Context: an optimization exercise on an open-source flow, tuned for small area and a short achievable clock period. The choices shown serve that exercise and are no tape-out recipe. In this exercise RTL edits were held to simulation tests only and were not proved equivalent to the original. Power and IR drop assume default switching activity.

Setup of main:
## packet_mem_top
module packet_mem_top (
    input  logic                  clk,
    input  logic                  reset,
    input  logic                  bank_data,
    input  logic                  sos,
    input  logic                  eos,
    input  logic                  dp_valid,
    input  packet_pkg::packet_t   dp_packet,
    input  packet_pkg::edge_vec_t edge_valid,
    input  logic [packet_pkg::num_edge_pe*packet_pkg::packet_width-1:0] edge_packets,
    input  logic                  full,
    input  logic                  fifo_stall,
    input  logic                  cntl_done,
    input  logic                  replay_iter_flag,
    output logic                  mem2fifo_valid,
    output packet_pkg::packet_t   mem2fifo_packet,
    output logic                  sram_cen
);
Size in the first run: roughly 9700 cells after synthesis, roughly 110 I/O pins, about 0.13 mm^2 of cells after synthesis.
clock: 6.0 ns
lec_check: 0
cap_margin: 20
cell_pad_in_sites_detail_placement: 1
core_margin: 2
core_utilization: 45
cts_buf_list: sky130_fd_sc_hd__clkbuf_16
cts_cluster_diameter: 100
cts_cluster_size: 25
min_routing_layer: met2
setup_slack_margin: 3.4
slew_margin: 20
synth_hierarchical: 1
synth_minimum_keep_size: 0
tns_end_percent: 10
run.sh (not shown) runs the stock make flow with config.mk's settings and CLKGATE_MAP_FILE= SYNTH_SCRIPT=/design/flow/synth_recipe.tcl, a recipe that flattens the netlist after the stock synthesis.
No final results exist for main, since it was stopped by error GRT-0116 during global routing.
#### Input delta (the feature branch over main)
diff --git a/flow/config.mk b/flow/config.mk
--- a/flow/config.mk
+++ b/flow/config.mk
@@ -7,11 +7,11 @@
 export LEC_CHECK = 0
 export CAP_MARGIN = 20
-export CELL_PAD_IN_SITES_DETAIL_PLACEMENT = 1
+export CELL_PAD_IN_SITES_DETAIL_PLACEMENT = 2
+export CELL_PAD_IN_SITES_GLOBAL_PLACEMENT = 2
 export CORE_MARGIN = 2
-export CORE_UTILIZATION = 45
+export CORE_UTILIZATION = 40
 export CTS_BUF_LIST = sky130_fd_sc_hd__clkbuf_16
 export CTS_CLUSTER_DIAMETER = 100
 export CTS_CLUSTER_SIZE = 25
-export MIN_ROUTING_LAYER = met2
 export SETUP_SLACK_MARGIN = 3.4
 export SLEW_MARGIN = 20
==> comparison <==
The feature branch gives more placed cell count than main did.
Delta (the feature branch minus main): count of clock tree sinks flat, weighted congestion at the end of routability-driven global placement down 0.28, buffers inserted during post-CTS setup optimization down 8, overall die width up 6.0%, die boundary height up about 6%.
From the feature branch to main, compound-gate portion of the synthesized area did not move at all.
The synthesized area of the feature branch and that of main are within noise of each other.
There was hardly any difference in fraction of synthesized cell area in xor and xnor cells between the feature branch and main.
Among the feature branch and main, the run that stopped before the end is main, and it is the only one.
main did not finish; the tool stopped in global routing with error GRT-0116.
The higher setup slack after placement came out of main.
[the feature branch] instance area at placement rose 710 um^2 relative to main

---

Setup of cedar:
packet_mem_top, a different RTL version from the one above (not shown whole).
Size: ~12000 cells after synthesis, about 4200 flip-flops, roughly 110 I/O pins, roughly 0.17 mm2 of cells after synthesis.
clock: 6.0 ns
lec_check: 0
cap_margin: 20
core_margin: 2
core_utilization: 45
slew_margin: 20
No stage failed in cedar, and the final checks on the layout all came back clean.
### cedar -> amber
-- flow/config.mk --
<<< cedar, line 11
>>> amber, line 11
export CTS_BUF_LIST = sky130_fd_sc_hd__clkbuf_16
export CTS_CLUSTER_DIAMETER = 100
export CTS_CLUSTER_SIZE = 25
export SETUP_SLACK_MARGIN = 2.0
<<< cedar, line 12
>>> amber, line 16
export TNS_END_PERCENT = 20
--- outcome ---
Summary of amber over cedar: number of detailed-routing iterations run before antenna repair rose by 2, multi-input combinational gate total stayed essentially flat, flip-flop and latch share of the layout cell area rose by 1.2 points. Taking cedar as the reference, in amber number of logic stages on the critical path including buffering went up 4; post-route cell area fell by 1.8%; total via count in the routed design decreased about 1.5%. Cmp cedar and amber / maximum frequency / higher: amber. On sequential group power, cedar and amber are basically level. What amber reported for combinational-cell power consumption has to be multiplied by 0.919 to get the figure for cedar.

==> afterwards: timing with drivers on the ports <==
Ports are ideal in the flow. The routed layouts listed here were re-timed in OpenROAD.
Step 1 assumes that a clkbuf_16 drives the clock port and a buf_2 every other input.
Step 2 adds t to the input delays and takes it off the output delays; t is the mean of the earliest and latest rising clock arrival at the registers after step 1. Input paths then give back, and output paths get back, about the clock's delay inside the block.
a / b / c = no drivers / after step 1 / after step 2; a / b = the first two.
run | t (ns) | slack for setup (ns) | worst slew at a driven data input, ns
the feature branch | 1.066 | 2.442 / 2.442 / 2.442 | 0.08
cedar | 1.065 | 0.437 / 0.507 / -0.557 | 0.06
amber | 1.032 | 1.614 / 1.627 / 0.630 | 0.07
Met with ideal ports but missed after step 2: setup timing in cedar. For cedar, which loses most, drivers alone change the setup slack by +0.070 ns; drivers and shift together by -0.994 ns.
